What follows belongs to an exercise in optimizing a design on an open flow for small area, a short achievable clock period and few clock cycles per item; a production flow would make more cautious choices. At most, simulation tests tie the RTL to the original design; equivalence was not proved. Power is estimated from default activity; no workload was simulated.

==> 04-19 <==
==> flow/design.v <==
`default_nettype none
package decodePkg;
    localparam logic [5:0] rType = 6'h00;
    localparam logic [5:0] bltz  = 6'h01;
    localparam logic [5:0] j     = 6'h02;
    localparam logic [5:0] jal   = 6'h03;
    localparam logic [5:0] beq   = 6'h04;
    localparam logic [5:0] bne   = 6'h05;
    localparam logic [5:0] bgtz  = 6'h07;
    localparam logic [5:0] addi  = 6'h08;
    localparam logic [5:0] andi  = 6'h0c;
    localparam logic [5:0] ori   = 6'h0d;
    localparam logic [5:0] xori  = 6'h0e;
    localparam logic [5:0] lui   = 6'h0f;
    localparam logic [5:0] fSll = 6'h00;
    localparam logic [5:0] fSrl = 6'h02;
    localparam logic [5:0] fSra = 6'h03;
    localparam logic [5:0] fJr  = 6'h08;
    localparam logic [5:0] fAdd = 6'h20;
    localparam logic [5:0] fSub = 6'h22;
    localparam logic [5:0] fAnd = 6'h24;
    localparam logic [5:0] fOr  = 6'h25;
    localparam logic [5:0] fXor = 6'h26;
    localparam logic [5:0] fSlt = 6'h2a;
    localparam logic [3:0] opNop  = 4'd0;
    localparam logic [3:0] opAdd  = 4'd1;
    localparam logic [3:0] opSub  = 4'd2;
    localparam logic [3:0] opAnd  = 4'd3;
    localparam logic [3:0] opOr   = 4'd4;
    localparam logic [3:0] opXor  = 4'd5;
    localparam logic [3:0] opSlt  = 4'd6;
    localparam logic [3:0] opSll  = 4'd7;
    localparam logic [3:0] opSrl  = 4'd8;
    localparam logic [3:0] opSra  = 4'd9;
    localparam logic [3:0] opPass = 4'd10;
    localparam int BundleW = 4 + 5 + 1 + 4 * 32 + 1;
    localparam int EntryW = 3 * 32;
endpackage
`default_nettype wire
`timescale 1ns/1ps
`default_nettype none
module regFile (
    input  wire logic                   clk,
    input  wire logic                   rstN,
    input  wire logic                   we,
    input  wire logic [5-1:0] wAddr,
    input  wire logic [32-1:0] wData,
    input  wire logic [5-1:0] rAddrA,
    input  wire logic [5-1:0] rAddrB,
    output logic      [32-1:0] rDataA,
    output logic      [32-1:0] rDataB
);
    localparam int NumRegs = 1 << 5;
    logic [32-1:0] rv [NumRegs];
    logic [32-1:0] wDataR;
    assign wDataR = rstN ? wData : '0;
    assign rv[0]  = '0;
    for (genvar i = 1; i < NumRegs; i++)
    begin : g_reg
        logic [32-1:0] q;
        always_ff @(posedge clk)
        begin
            if (!rstN || (we && wAddr == 5'(i)))
                q <= wDataR;
        end
        assign rv[i] = q;
    end
    assign rDataA = rv[rAddrA];
    assign rDataB = rv[rAddrB];
endmodule
`default_nettype wire
`timescale 1ns/1ps
`default_nettype none
module instDecoder (
    input  wire logic                          clk,
    input  wire logic                          rstN,
    input  wire logic                          wbCyc,
    input  wire logic                          wbStb,
    input  wire logic                          wbWe,
    input  wire logic [6-1:0]         wbAdr,
    input  wire logic [32-1:0]        wbDat,
    output logic                               ack,
    input  wire logic                          done,
    output logic                               push,
    output logic [decodePkg::EntryW-1:0]       entry
);
    localparam int Depth = 2 + 1;
    localparam int CntW  = $clog2(Depth + 1);
    logic                   ackEn;
    logic                   isInst;
    logic [CntW-1:0]        credit;
    logic [CntW-1:0]        creditD;
    logic [32-1:0] rDataA;
    logic [32-1:0] rDataB;
    logic                   regWe;
    assign ack    = wbCyc && wbStb && ackEn;
    assign isInst = wbWe && (wbAdr == 6'(32));
    assign push   = ack && isInst;
    always_comb
    begin
        creditD = credit;
        if (push && !done)
            creditD = credit + 1'b1;
        else if (done && !push)
            creditD = credit - 1'b1;
    end
    always_ff @(posedge clk)
    begin
        if (!rstN)
        begin
            ackEn  <= 1'b1;
            credit <= '0;
        end
        else
        begin
            ackEn  <= creditD != CntW'(Depth);
            credit <= creditD;
        end
    end
    assign regWe = ack && wbWe && !wbAdr[6-1];
    regFile u_regFile (
        .clk    (clk),
        .rstN   (rstN),
        .we     (regWe),
        .wAddr  (wbAdr[5-1:0]),
        .wData  (wbDat),
        .rAddrA (wbDat[25:21]),
        .rAddrB (wbDat[20:16]),
        .rDataA (rDataA),
        .rDataB (rDataB)
    );
    assign entry = {wbDat, rDataA, rDataB};
endmodule
`default_nettype wire
`timescale 1ns/1ps
`default_nettype none
module decodeFifo (
    input  wire logic                  clk,
    input  wire logic                  rstN,
    input  wire logic                  push,
    input  wire logic [decodePkg::EntryW-1:0] pushData,
    input  wire logic                  pop,
    output logic [decodePkg::EntryW-1:0] popData,
    output logic                       empty
);
    localparam int Depth = 2;
    localparam int CntW  = $clog2(Depth + 1);
    logic [decodePkg::EntryW-1:0] mem [Depth];
    logic [CntW-1:0]              count;
    if (Depth == 2)
    begin : g_two
        always_ff @(posedge clk)
        begin
            if (pop || count == '0)
                mem[0] <= (count == CntW'(2)) ? mem[1] : pushData;
            if (push)
                mem[1] <= pushData;
        end
    end
    else
    begin : g_any
        for (genvar i = 0; i < Depth; i++)
        begin : g_ent
            always_ff @(posedge clk)
            begin
                if (pop)
                begin
                    if (push && count == CntW'(i + 1))
                        mem[i] <= pushData;
                    else if (i + 1 < Depth)
                        mem[i] <= mem[(i + 1 < Depth) ? i + 1 : i];
                end
                else if (push && count == CntW'(i))
                    mem[i] <= pushData;
            end
        end
    end
    always_ff @(posedge clk)
    begin
        if (!rstN)
            count <= '0;
        else if (push && !pop)
            count <= count + 1'b1;
        else if (pop && !push)
            count <= count - 1'b1;
    end
    assign popData = mem[0];
    assign empty   = count == '0;
endmodule
`default_nettype wire
`timescale 1ns/1ps
`default_nettype none
module wbIssueMaster (
    input  wire logic                          clk,
    input  wire logic                          rstN,
    input  wire logic                          empty,
    input  wire logic [decodePkg::EntryW-1:0]  headData,
    output logic                               pop,
    output logic                               done,
    output logic                               wbCyc,
    output logic                               wbStb,
    output logic                               wbWe,
    output logic [decodePkg::BundleW-1:0]      wbDat,
    input  wire logic                          ack
);
    localparam logic [5-1:0] LinkReg = 31;
    logic [32-1:0] pc;
    logic [32-1:0] npc;
    logic [32-1:0] inst;
    logic [32-1:0] imm;
    logic [32-1:0] rDataA;
    logic [32-1:0] rDataB;
    logic [32-1:0] branchAddr;
    logic [32-1:0] jumpTarget;
    logic [5-1:0] rs;
    logic [5-1:0] rt;
    logic [5-1:0] rd;
    logic                   regARead;
    logic                   regBRead;
    logic [3:0]             bOp;
    logic [5-1:0] bRegcAddr;
    logic                   bRegcWrite;
    logic [32-1:0] bOperandA;
    logic [32-1:0] bOperandB;
    logic [32-1:0] bJumpAddr;
    logic                   bJumpTaken;
    logic                   valid;
    logic [decodePkg::BundleW-1:0] datQ;
    function automatic logic [3:0] opFor(input logic [5:0] opcode,
                                         input logic [5:0] funct);
        opFor = decodePkg::opNop;
        case (opcode)
            decodePkg::addi: opFor = decodePkg::opAdd;
            decodePkg::andi: opFor = decodePkg::opAnd;
            decodePkg::ori:  opFor = decodePkg::opOr;
            decodePkg::xori: opFor = decodePkg::opXor;
            decodePkg::lui:  opFor = decodePkg::opPass;
            decodePkg::jal:  opFor = decodePkg::opPass;
            decodePkg::rType:
            begin
                case (funct)
                    decodePkg::fAdd: opFor = decodePkg::opAdd;
                    decodePkg::fSub: opFor = decodePkg::opSub;
                    decodePkg::fAnd: opFor = decodePkg::opAnd;
                    decodePkg::fOr:  opFor = decodePkg::opOr;
                    decodePkg::fXor: opFor = decodePkg::opXor;
                    decodePkg::fSlt: opFor = decodePkg::opSlt;
                    decodePkg::fSll: opFor = decodePkg::opSll;
                    decodePkg::fSrl: opFor = decodePkg::opSrl;
                    decodePkg::fSra: opFor = decodePkg::opSra;
                    default:         opFor = decodePkg::opNop;
                endcase
            end
            default: opFor = decodePkg::opNop;
        endcase
    endfunction
    assign {inst, rDataA, rDataB} = headData;
    assign rs   = inst[25:21];
    assign rt   = inst[20:16];
    assign rd   = inst[15:11];
    assign npc        = pc + 32'(4);
    assign branchAddr = npc + {{(32-18){inst[15]}}, inst[15:0], 2'b00};
    assign jumpTarget = {npc[32-1 -: 4], inst[25:0], 2'b00};
    always_comb
    begin
        bOp        = opFor(inst[31:26], inst[5:0]);
        bRegcAddr  = '0;
        bRegcWrite = 1'b0;
        bJumpAddr  = '0;
        bJumpTaken = 1'b0;
        regARead   = 1'b0;
        regBRead   = 1'b0;
        imm        = '0;
        case (inst[31:26])
            decodePkg::rType:
            begin
                case (inst[5:0])
                    decodePkg::fAdd, decodePkg::fSub, decodePkg::fAnd,
                    decodePkg::fOr, decodePkg::fXor, decodePkg::fSlt:
                    begin
                        regARead   = 1'b1;
                        regBRead   = 1'b1;
                        bRegcWrite = 1'b1;
                        bRegcAddr  = rd;
                    end
                    decodePkg::fSll, decodePkg::fSrl, decodePkg::fSra:
                    begin
                        regBRead   = 1'b1;
                        imm        = {{(32-5){1'b0}}, inst[10:6]};
                        bRegcWrite = 1'b1;
                        bRegcAddr  = rd;
                    end
                    decodePkg::fJr:
                    begin
                        regARead   = 1'b1;
                        bJumpTaken = 1'b1;
                        bJumpAddr  = rDataA;
                    end
                    default:
                    begin
                        regARead = 1'b0;
                    end
                endcase
            end
            decodePkg::addi, decodePkg::andi, decodePkg::ori, decodePkg::xori:
            begin
                regARead   = 1'b1;
                imm        = {{(32-16){1'b0}}, inst[15:0]};
                bRegcWrite = 1'b1;
                bRegcAddr  = rt;
            end
            decodePkg::lui:
            begin
                imm        = {inst[15:0], {(32-16){1'b0}}};
                bRegcWrite = 1'b1;
                bRegcAddr  = rt;
            end
            decodePkg::beq, decodePkg::bne:
            begin
                regARead   = 1'b1;
                regBRead   = 1'b1;
                bJumpAddr  = branchAddr;
                bJumpTaken = (inst[31:26] == decodePkg::beq) ? (rDataA == rDataB)
                                                             : (rDataA != rDataB);
            end
            decodePkg::bgtz, decodePkg::bltz:
            begin
                regARead   = 1'b1;
                bJumpAddr  = branchAddr;
                bJumpTaken = (inst[31:26] == decodePkg::bgtz) ? ($signed(rDataA) > 0)
                                                              : ($signed(rDataA) < 0);
            end
            decodePkg::j:
            begin
                bJumpTaken = 1'b1;
                bJumpAddr  = jumpTarget;
            end
            decodePkg::jal:
            begin
                imm        = npc;
                bRegcWrite = 1'b1;
                bRegcAddr  = LinkReg;
                bJumpTaken = 1'b1;
                bJumpAddr  = jumpTarget;
            end
            default:
            begin
                imm = '0;
            end
        endcase
        bOperandA = regARead ? rDataA : imm;
        bOperandB = regBRead ? rDataB : imm;
    end
    assign done = valid && ack;
    assign pop  = !empty && (!valid || ack);
    always_ff @(posedge clk)
    begin
        if (!rstN)
        begin
            valid <= 1'b0;
            pc    <= '0;
        end
        else
        begin
            if (pop)
            begin
                valid <= 1'b1;
                pc    <= bJumpTaken ? bJumpAddr : npc;
            end
            else if (ack)
                valid <= 1'b0;
        end
    end
    always_ff @(posedge clk)
    begin
        if (pop)
            datQ <= {bOp, bRegcAddr, bRegcWrite, bOperandA, bOperandB, bJumpAddr, bJumpTaken,
                     pc};
    end
    assign wbCyc = valid;
    assign wbStb = valid;
    assign wbWe  = 1'b1;
    assign wbDat = datQ;
endmodule
`default_nettype wire
`timescale 1ns/1ps
`default_nettype none
module decodeTop (
    input  wire logic                   clk,
    input  wire logic                   rstN,
    input  wire logic                   wbInCyc,
    input  wire logic                   wbInStb,
    input  wire logic                   wbInWe,
    input  wire logic [6-1:0]  wbInAdr,
    input  wire logic [32-1:0] wbInDat,
    output logic                        wbInAck,
    output logic                        wbOutCyc,
    output logic                        wbOutStb,
    output logic                        wbOutWe,
    output logic [3:0]                  wbOutOp,
    output logic [5-1:0]      wbOutRegcAddr,
    output logic                        wbOutRegcWrite,
    output logic [32-1:0]      wbOutOperandA,
    output logic [32-1:0]      wbOutOperandB,
    output logic [32-1:0]      wbOutJumpAddr,
    output logic                        wbOutJumpTaken,
    output logic [32-1:0]      wbOutPc,
    input  wire logic                   wbOutAck
);
    logic [decodePkg::EntryW-1:0] pushData;
    logic [decodePkg::EntryW-1:0] headData;
    logic                         push;
    logic                         pop;
    logic                         done;
    logic                         fifoEmpty;
    instDecoder u_instDecoder (
        .clk      (clk),
        .rstN     (rstN),
        .wbCyc    (wbInCyc),
        .wbStb    (wbInStb),
        .wbWe     (wbInWe),
        .wbAdr    (wbInAdr),
        .wbDat    (wbInDat),
        .ack      (wbInAck),
        .done     (done),
        .push     (push),
        .entry    (pushData)
    );
    decodeFifo u_decodeFifo (
        .clk      (clk),
        .rstN     (rstN),
        .push     (push),
        .pushData (pushData),
        .pop      (pop),
        .popData  (headData),
        .empty    (fifoEmpty)
    );
    wbIssueMaster u_wbIssueMaster (
        .clk      (clk),
        .rstN     (rstN),
        .empty    (fifoEmpty),
        .headData (headData),
        .pop      (pop),
        .done     (done),
        .wbCyc    (wbOutCyc),
        .wbStb    (wbOutStb),
        .wbWe     (wbOutWe),
        .wbDat    ({wbOutOp, wbOutRegcAddr, wbOutRegcWrite, wbOutOperandA, wbOutOperandB,
                    wbOutJumpAddr, wbOutJumpTaken, wbOutPc}),
        .ack      (wbOutAck)
    );
endmodule
`default_nettype wire
==> flow/flow/run.sh <==
#!/bin/bash
set -euo pipefail
bash standard.sh SETUP_SLACK_MARGIN=5.6 \
    "BUFFER_PORTS_ARGS=-buffer_cell sky130_fd_sc_hd__buf_1" finish > standard.log 2>&1
==> flow/standard.sh <==
#!/bin/bash
# synth_recipe.tcl (not shown) runs the flow's synth.tcl, then flattens the netlist and writes it again
# the make line also repeats each setting of config.mk as NAME=value (left out here)
make -C /OpenROAD-flow-scripts/flow DESIGN_CONFIG=/design/flow/config.mk WORK_HOME=/design/flow/orfs CLKGATE_MAP_FILE= SYNTH_SCRIPT=/design/flow/synth_recipe.tcl "${@:-finish}"
==> flow/config.mk <==
export PLATFORM = sky130hd
export DESIGN_NAME = decodeTop
export DESIGN_NICKNAME = decodeTop
export VERILOG_FILES = /design/flow/design.v
export SDC_FILE = /design/flow/constraint.sdc
export NUM_CORES = 4
export LEC_CHECK = 0
export CAP_MARGIN = 20
export CORE_MARGIN = 2
export CORE_UTILIZATION = 40
export CTS_BUF_LIST = sky130_fd_sc_hd__clkbuf_8
export SLEW_MARGIN = 20
==> flow/constraint.sdc <==
create_clock -name core_clock -period 10.0 [get_ports {clk}]
set_input_delay 2.0000 -clock core_clock [delete_from_list [all_inputs] [get_ports {clk}]]
set_output_delay 2.0000 -clock core_clock [all_outputs]
set_load 0.01 [all_outputs]
==> inputs of 01-12, as changes to 04-19 <==
==> flow/design.v, changed modules only <==
module regFile (
    input  wire logic                   clk,
    input  wire logic                   rstN,
    input  wire logic                   we,
    input  wire logic [5-1:0] wAddr,
    input  wire logic [32-1:0] wData,
    input  wire logic [5-1:0] rAddr,
    output logic      [32-1:0] rData
);
    localparam int NumRegs = 1 << 5;
    logic [32-1:0] rv [NumRegs];
    logic [32-1:0] wDataR;
    assign wDataR = rstN ? wData : '0;
    assign rv[0]  = '0;
    for (genvar i = 1; i < NumRegs; i++)
    begin : g_reg
        logic [32-1:0] q;
        always_ff @(posedge clk)
        begin
            if (!rstN || (we && wAddr == 5'(i)))
                q <= wDataR;
        end
        assign rv[i] = q;
    end
    assign rData = rv[rAddr];
endmodule
module instDecoder (
    input  wire logic                          clk,
    input  wire logic                          rstN,
    input  wire logic                          wbCyc,
    input  wire logic                          wbStb,
    input  wire logic                          wbWe,
    input  wire logic [6-1:0]         wbAdr,
    input  wire logic [32-1:0]        wbDat,
    output logic                               ack,
    input  wire logic                          done,
    output logic                               push,
    output logic [decodePkg::EntryW-1:0]       entry
);
    localparam int Depth = 3 + 1;
    localparam int CntW  = $clog2(Depth + 1);
    logic                   ackEn;
    logic                   isInst;
    logic                   take;
    logic                   usesRt;
    logic [CntW-1:0]        credit;
    logic [CntW-1:0]        creditD;
    logic                   rtPhase;
    logic [5-1:0] rAddr;
    logic [32-1:0] rData;
    logic                   regWe;
    logic [32-1:0] instQ;
    logic [32-1:0] rsV;
    assign ack    = wbCyc && wbStb && ackEn;
    assign isInst = wbWe && (wbAdr == 6'(32));
    assign take   = ack && isInst;
    always_comb
    begin
        usesRt = 1'b0;
        case (wbDat[31:26])
            decodePkg::rType:
                case (wbDat[5:0])
                    decodePkg::fAdd, decodePkg::fSub, decodePkg::fAnd, decodePkg::fOr,
                    decodePkg::fXor, decodePkg::fSlt, decodePkg::fSll, decodePkg::fSrl,
                    decodePkg::fSra:
                        usesRt = 1'b1;
                    default:
                        usesRt = 1'b0;
                endcase
            decodePkg::beq, decodePkg::bne:
                usesRt = 1'b1;
            default:
                usesRt = 1'b0;
        endcase
    end
    always_comb
    begin
        creditD = credit;
        if (take && !done)
            creditD = credit + 1'b1;
        else if (done && !take)
            creditD = credit - 1'b1;
    end
    always_ff @(posedge clk)
    begin
        if (!rstN)
        begin
            ackEn   <= 1'b1;
            credit  <= '0;
            push    <= 1'b0;
            rtPhase <= 1'b0;
        end
        else
        begin
            ackEn   <= !(take && usesRt) && (creditD != CntW'(Depth));
            credit  <= creditD;
            push    <= take;
            rtPhase <= take && usesRt;
        end
    end
    always_ff @(posedge clk)
    begin
        if (take)
        begin
            instQ <= wbDat;
            rsV   <= rData;
        end
    end
    assign regWe = ack && wbWe && !wbAdr[6-1];
    assign rAddr = rtPhase ? instQ[20:16] : wbDat[25:21];
    regFile u_regFile (
        .clk    (clk),
        .rstN   (rstN),
        .we     (regWe),
        .wAddr  (wbAdr[5-1:0]),
        .wData  (wbDat),
        .rAddr  (rAddr),
        .rData  (rData)
    );
    assign entry = {instQ, rsV, rData};
endmodule
module decodeFifo (
    input  wire logic                  clk,
    input  wire logic                  rstN,
    input  wire logic                  push,
    input  wire logic [decodePkg::EntryW-1:0] pushData,
    input  wire logic                  pop,
    output logic [decodePkg::EntryW-1:0] popData,
    output logic                       empty
);
    localparam int Depth = 3;
    localparam int PtrW  = (Depth > 1) ? $clog2(Depth) : 1;
    localparam int CntW  = $clog2(Depth + 1);
    logic [decodePkg::EntryW-1:0] mem [Depth];
    logic [PtrW-1:0] wrPtr;
    logic [PtrW-1:0] rdPtr;
    logic [CntW-1:0] count;
    always_ff @(posedge clk)
    begin
        if (push)
            mem[wrPtr] <= pushData;
    end
    always_ff @(posedge clk)
    begin
        if (!rstN)
        begin
            wrPtr <= '0;
            rdPtr <= '0;
            count <= '0;
        end
        else
        begin
            if (push)
                wrPtr <= (wrPtr == PtrW'(Depth - 1)) ? '0 : wrPtr + 1'b1;
            if (pop)
                rdPtr <= (rdPtr == PtrW'(Depth - 1)) ? '0 : rdPtr + 1'b1;
            if (push && !pop)
                count <= count + 1'b1;
            else if (pop && !push)
                count <= count - 1'b1;
        end
    end
    assign popData = mem[rdPtr];
    assign empty   = count == '0;
endmodule
module wbIssueMaster (
    input  wire logic                          clk,
    input  wire logic                          rstN,
    input  wire logic                          empty,
    input  wire logic [decodePkg::EntryW-1:0]  headData,
    input  wire logic                          push,
    input  wire logic [decodePkg::EntryW-1:0]  pushData,
    output logic                               pop,
    output logic                               bypass,
    output logic                               done,
    output logic                               wbCyc,
    output logic                               wbStb,
    output logic                               wbWe,
    output logic [decodePkg::BundleW-1:0]      wbDat,
    input  wire logic                          ack
);
    localparam logic [5-1:0] LinkReg = 31;
    logic [32-1:0] pc;
    logic [32-1:0] npc;
    logic [32-1:0] inst;
    logic [32-1:0] imm;
    logic [32-1:0] rDataA;
    logic [32-1:0] rDataB;
    logic [32-1:0] branchAddr;
    logic [32-1:0] jumpTarget;
    logic [5-1:0] rs;
    logic [5-1:0] rt;
    logic [5-1:0] rd;
    logic                   regARead;
    logic                   regBRead;
    logic [3:0]             bOp;
    logic [5-1:0] bRegcAddr;
    logic                   bRegcWrite;
    logic [32-1:0] bOperandA;
    logic [32-1:0] bOperandB;
    logic [32-1:0] bJumpAddr;
    logic                   bJumpTaken;
    logic                   valid;
    logic                   load;
    logic [decodePkg::BundleW-1:0] datQ;
    function automatic logic [3:0] opFor(input logic [5:0] opcode,
                                         input logic [5:0] funct);
        opFor = decodePkg::opNop;
        case (opcode)
            decodePkg::addi: opFor = decodePkg::opAdd;
            decodePkg::andi: opFor = decodePkg::opAnd;
            decodePkg::ori:  opFor = decodePkg::opOr;
            decodePkg::xori: opFor = decodePkg::opXor;
            decodePkg::lui:  opFor = decodePkg::opPass;
            decodePkg::jal:  opFor = decodePkg::opPass;
            decodePkg::rType:
            begin
                case (funct)
                    decodePkg::fAdd: opFor = decodePkg::opAdd;
                    decodePkg::fSub: opFor = decodePkg::opSub;
                    decodePkg::fAnd: opFor = decodePkg::opAnd;
                    decodePkg::fOr:  opFor = decodePkg::opOr;
                    decodePkg::fXor: opFor = decodePkg::opXor;
                    decodePkg::fSlt: opFor = decodePkg::opSlt;
                    decodePkg::fSll: opFor = decodePkg::opSll;
                    decodePkg::fSrl: opFor = decodePkg::opSrl;
                    decodePkg::fSra: opFor = decodePkg::opSra;
                    default:         opFor = decodePkg::opNop;
                endcase
            end
            default: opFor = decodePkg::opNop;
        endcase
    endfunction
    assign {inst, rDataA, rDataB} = empty ? pushData : headData;
    assign rs   = inst[25:21];
    assign rt   = inst[20:16];
    assign rd   = inst[15:11];
    assign npc        = pc + 32'(4);
    assign branchAddr = npc + {{(32-18){inst[15]}}, inst[15:0], 2'b00};
    assign jumpTarget = {npc[32-1 -: 4], inst[25:0], 2'b00};
    always_comb
    begin
        bOp        = opFor(inst[31:26], inst[5:0]);
        bRegcAddr  = '0;
        bRegcWrite = 1'b0;
        bJumpAddr  = '0;
        bJumpTaken = 1'b0;
        regARead   = 1'b0;
        regBRead   = 1'b0;
        imm        = '0;
        case (inst[31:26])
            decodePkg::rType:
            begin
                case (inst[5:0])
                    decodePkg::fAdd, decodePkg::fSub, decodePkg::fAnd,
                    decodePkg::fOr, decodePkg::fXor, decodePkg::fSlt:
                    begin
                        regARead   = 1'b1;
                        regBRead   = 1'b1;
                        bRegcWrite = 1'b1;
                        bRegcAddr  = rd;
                    end
                    decodePkg::fSll, decodePkg::fSrl, decodePkg::fSra:
                    begin
                        regBRead   = 1'b1;
                        imm        = {{(32-5){1'b0}}, inst[10:6]};
                        bRegcWrite = 1'b1;
                        bRegcAddr  = rd;
                    end
                    decodePkg::fJr:
                    begin
                        regARead   = 1'b1;
                        bJumpTaken = 1'b1;
                        bJumpAddr  = rDataA;
                    end
                    default:
                    begin
                        regARead = 1'b0;
                    end
                endcase
            end
            decodePkg::addi, decodePkg::andi, decodePkg::ori, decodePkg::xori:
            begin
                regARead   = 1'b1;
                imm        = {{(32-16){1'b0}}, inst[15:0]};
                bRegcWrite = 1'b1;
                bRegcAddr  = rt;
            end
            decodePkg::lui:
            begin
                imm        = {inst[15:0], {(32-16){1'b0}}};
                bRegcWrite = 1'b1;
                bRegcAddr  = rt;
            end
            decodePkg::beq, decodePkg::bne:
            begin
                regARead   = 1'b1;
                regBRead   = 1'b1;
                bJumpAddr  = branchAddr;
                bJumpTaken = (inst[31:26] == decodePkg::beq) ? (rDataA == rDataB)
                                                             : (rDataA != rDataB);
            end
            decodePkg::bgtz, decodePkg::bltz:
            begin
                regARead   = 1'b1;
                bJumpAddr  = branchAddr;
                bJumpTaken = (inst[31:26] == decodePkg::bgtz) ? ($signed(rDataA) > 0)
                                                              : ($signed(rDataA) < 0);
            end
            decodePkg::j:
            begin
                bJumpTaken = 1'b1;
                bJumpAddr  = jumpTarget;
            end
            decodePkg::jal:
            begin
                imm        = npc;
                bRegcWrite = 1'b1;
                bRegcAddr  = LinkReg;
                bJumpTaken = 1'b1;
                bJumpAddr  = jumpTarget;
            end
            default:
            begin
                imm = '0;
            end
        endcase
        bOperandA = regARead ? rDataA : imm;
        bOperandB = regBRead ? rDataB : imm;
    end
    assign done   = valid && ack;
    assign load   = (!empty || push) && (!valid || ack);
    assign pop    = load && !empty;
    assign bypass = load && empty;
    always_ff @(posedge clk)
    begin
        if (!rstN)
        begin
            valid <= 1'b0;
            pc    <= '0;
        end
        else
        begin
            if (load)
            begin
                valid <= 1'b1;
                pc    <= bJumpTaken ? bJumpAddr : npc;
            end
            else if (ack)
                valid <= 1'b0;
        end
    end
    always_ff @(posedge clk)
    begin
        if (load)
            datQ <= {bOp, bRegcAddr, bRegcWrite, bOperandA, bOperandB, bJumpAddr, bJumpTaken,
                     pc};
    end
    assign wbCyc = valid;
    assign wbStb = valid;
    assign wbWe  = 1'b1;
    assign wbDat = datQ;
endmodule
module decodeTop (
    input  wire logic                   clk,
    input  wire logic                   rstN,
    input  wire logic                   wbInCyc,
    input  wire logic                   wbInStb,
    input  wire logic                   wbInWe,
    input  wire logic [6-1:0]  wbInAdr,
    input  wire logic [32-1:0] wbInDat,
    output logic                        wbInAck,
    output logic                        wbOutCyc,
    output logic                        wbOutStb,
    output logic                        wbOutWe,
    output logic [3:0]                  wbOutOp,
    output logic [5-1:0]      wbOutRegcAddr,
    output logic                        wbOutRegcWrite,
    output logic [32-1:0]      wbOutOperandA,
    output logic [32-1:0]      wbOutOperandB,
    output logic [32-1:0]      wbOutJumpAddr,
    output logic                        wbOutJumpTaken,
    output logic [32-1:0]      wbOutPc,
    input  wire logic                   wbOutAck
);
    logic [decodePkg::EntryW-1:0] pushData;
    logic [decodePkg::EntryW-1:0] headData;
    logic                         push;
    logic                         pop;
    logic                         done;
    logic                         fifoEmpty;
    logic                         bypass;
    instDecoder u_instDecoder (
        .clk      (clk),
        .rstN     (rstN),
        .wbCyc    (wbInCyc),
        .wbStb    (wbInStb),
        .wbWe     (wbInWe),
        .wbAdr    (wbInAdr),
        .wbDat    (wbInDat),
        .ack      (wbInAck),
        .done     (done),
        .push     (push),
        .entry    (pushData)
    );
    decodeFifo u_decodeFifo (
        .clk      (clk),
        .rstN     (rstN),
        .push     (push && !bypass),
        .pushData (pushData),
        .pop      (pop),
        .popData  (headData),
        .empty    (fifoEmpty)
    );
    wbIssueMaster u_wbIssueMaster (
        .clk      (clk),
        .rstN     (rstN),
        .empty    (fifoEmpty),
        .headData (headData),
        .push     (push),
        .pushData (pushData),
        .pop      (pop),
        .bypass   (bypass),
        .done     (done),
        .wbCyc    (wbOutCyc),
        .wbStb    (wbOutStb),
        .wbWe     (wbOutWe),
        .wbDat    ({wbOutOp, wbOutRegcAddr, wbOutRegcWrite, wbOutOperandA, wbOutOperandB,
                    wbOutJumpAddr, wbOutJumpTaken, wbOutPc}),
        .ack      (wbOutAck)
    );
endmodule
==> flow/run.sh (new file) <==
#!/bin/bash
# synth_recipe.tcl (not shown) runs the flow's synth.tcl, then flattens the netlist and writes it again
# the make line also repeats each setting of config.mk as NAME=value (left out here)
make -C /OpenROAD-flow-scripts/flow DESIGN_CONFIG=/design/flow/config.mk WORK_HOME=/design/flow/orfs CLKGATE_MAP_FILE= SYNTH_SCRIPT=/design/flow/synth_recipe.tcl finish
CTS_BUF_LIST = unset   (was sky130_fd_sc_hd__clkbuf_8)
removed: flow/flow/run.sh
removed: flow/standard.sh
==> flow_summary.html <==
<table>
<tr><th>Metric</th><th>Value</th></tr>
<tr><th colspan="2">Setup path</th></tr>
<tr><td>Capture instance of the worst register-to-register path</td><td>u_wbIssueMaster.pc[31]$_SDFFE_PN0P_</td></tr>
<tr><td>Startpoint of the most critical setup path</td><td>wbInDat[19]</td></tr>
<tr><th colspan="2">Cells and area</th></tr>
<tr><td>Top Registers</td><td>u_instDecoder.u_regFile.g.q x992, u_decodeFifo.mem x192, u_wbIssueMaster.datQ x139</td></tr>
<tr><td>Non-filler instance count after layout</td><td>6380</td></tr>
<tr><td>Antenna diode instance count</td><td>11</td></tr>
<tr><td>Non-clk invs</td><td>24</td></tr>
<tr><th colspan="2">Logic synthesis</th></tr>
<tr><td>Number of distinct library cell variants in the gate-level netlist after synthesis</td><td>79</td></tr>
<tr><td>Multiplexer area fraction after synthesis</td><td>0.0197</td></tr>
<tr><th colspan="2">Clocking</th></tr>
<tr><td>Insertion delay of the later-clocked pin in the worst-skew pair</td><td>0.99 ns</td></tr>
<tr><th colspan="2">Status</th></tr>
<tr><td>Outcome</td><td>no timing/DRC/antenna violations</td></tr>
<tr><th colspan="2">Floorplanning</th></tr>
<tr><td>Core box area</td><td>145000 sq um</td></tr>
</table>
-- figures above: 04-19

==> flow_summary.html <==
<table>
<tr><th>Metric</th><th>Value</th></tr>
<tr><th colspan="2">Status</th></tr>
<tr><td>Outcome</td><td>no timing/DRC/antenna violations</td></tr>
<tr><th colspan="2">Setup path</th></tr>
<tr><td>Capture instance of the worst register-to-register path</td><td>u_wbIssueMaster.pc[1]$_SDFFE_PN0P_</td></tr>
<tr><td>Startpoint of the most critical setup path</td><td>wbInDat[25]</td></tr>
<tr><td>Buffers &amp; Inverters on Critical Path</td><td>2</td></tr>
<tr><th colspan="2">Place</th></tr>
<tr><td>Number of placed instances with taps included</td><td>6608</td></tr>
<tr><th colspan="2">Power and ir drop</th></tr>
<tr><td>Leak Pwr</td><td>25.1 nW</td></tr>
<tr><td>Proportion of power drawn by the clock network</td><td>0.338</td></tr>
<tr><th colspan="2">Logic synthesis</th></tr>
<tr><td>Number of distinct library cell variants in the gate-level netlist after synthesis</td><td>100</td></tr>
<tr><td>Multiplexer area fraction after synthesis</td><td>0.0306</td></tr>
<tr><td>Compound-Gate Fraction of Synth Area</td><td>0.146</td></tr>
<tr><th colspan="2">Cells and area</th></tr>
<tr><td>Antenna diode instance count</td><td>2</td></tr>
<tr><td>Top Registers</td><td>u_instDecoder.u_regFile.g.q x992, u_decodeFifo.mem x288, u_wbIssueMaster.datQ x139</td></tr>
<tr><td>Non-filler instance count after layout</td><td>6900</td></tr>
<tr><th colspan="2">Floorplanning</th></tr>
<tr><td>Core box area</td><td>158000 sq um</td></tr>
<tr><th colspan="2">Clocking</th></tr>
<tr><td>Insertion delay of the later-clocked pin in the worst-skew pair</td><td>approximately 0.84 ns</td></tr>
<tr><td>Number of buffers created by CTS</td><td>158</td></tr>
<tr><th colspan="2">Global routing</th></tr>
<tr><td>M2 GR Usage</td><td>0.447</td></tr>
</table>
-- figures above: 01-12

Testbench counts of 04-19, summed over its fixed seeds: cycles 7,526, items 4,800.
Function not checked in 01-12: the RTL went through the layout flow alone.

-- static timing again, ports no longer ideal --
The results above use ideal ports. As a check the final layouts listed here were re-extracted and re-timed, cells and wires unchanged.
Step 1 assumes that a clkbuf_16 drives the clock port and a buf_2 every other input.
Step 2 also shifts input and output timing later by t, the mid clock arrival at the registers, as if the neighbouring blocks saw the same clock.
a / b / c = no drivers / after step 1 / after step 2; a / b = the first two.
run | t, ns | setup slack, ns | hold WS [ns] | worst setup path at the end
04-19 | 1.037 | 5.435 / 5.492 / 4.455 | 0.504 / 0.504 / 0.504 | input to register
01-12 | 0.879 | 1.878 / 1.917 / 1.038 | 0.486 / 0.486 / 0.486 | input to register
After both steps setup and hold are still met in every run listed. For 04-19, which loses most, drivers alone change the setup slack by +0.057 ns; drivers and shift together by -0.980 ns.
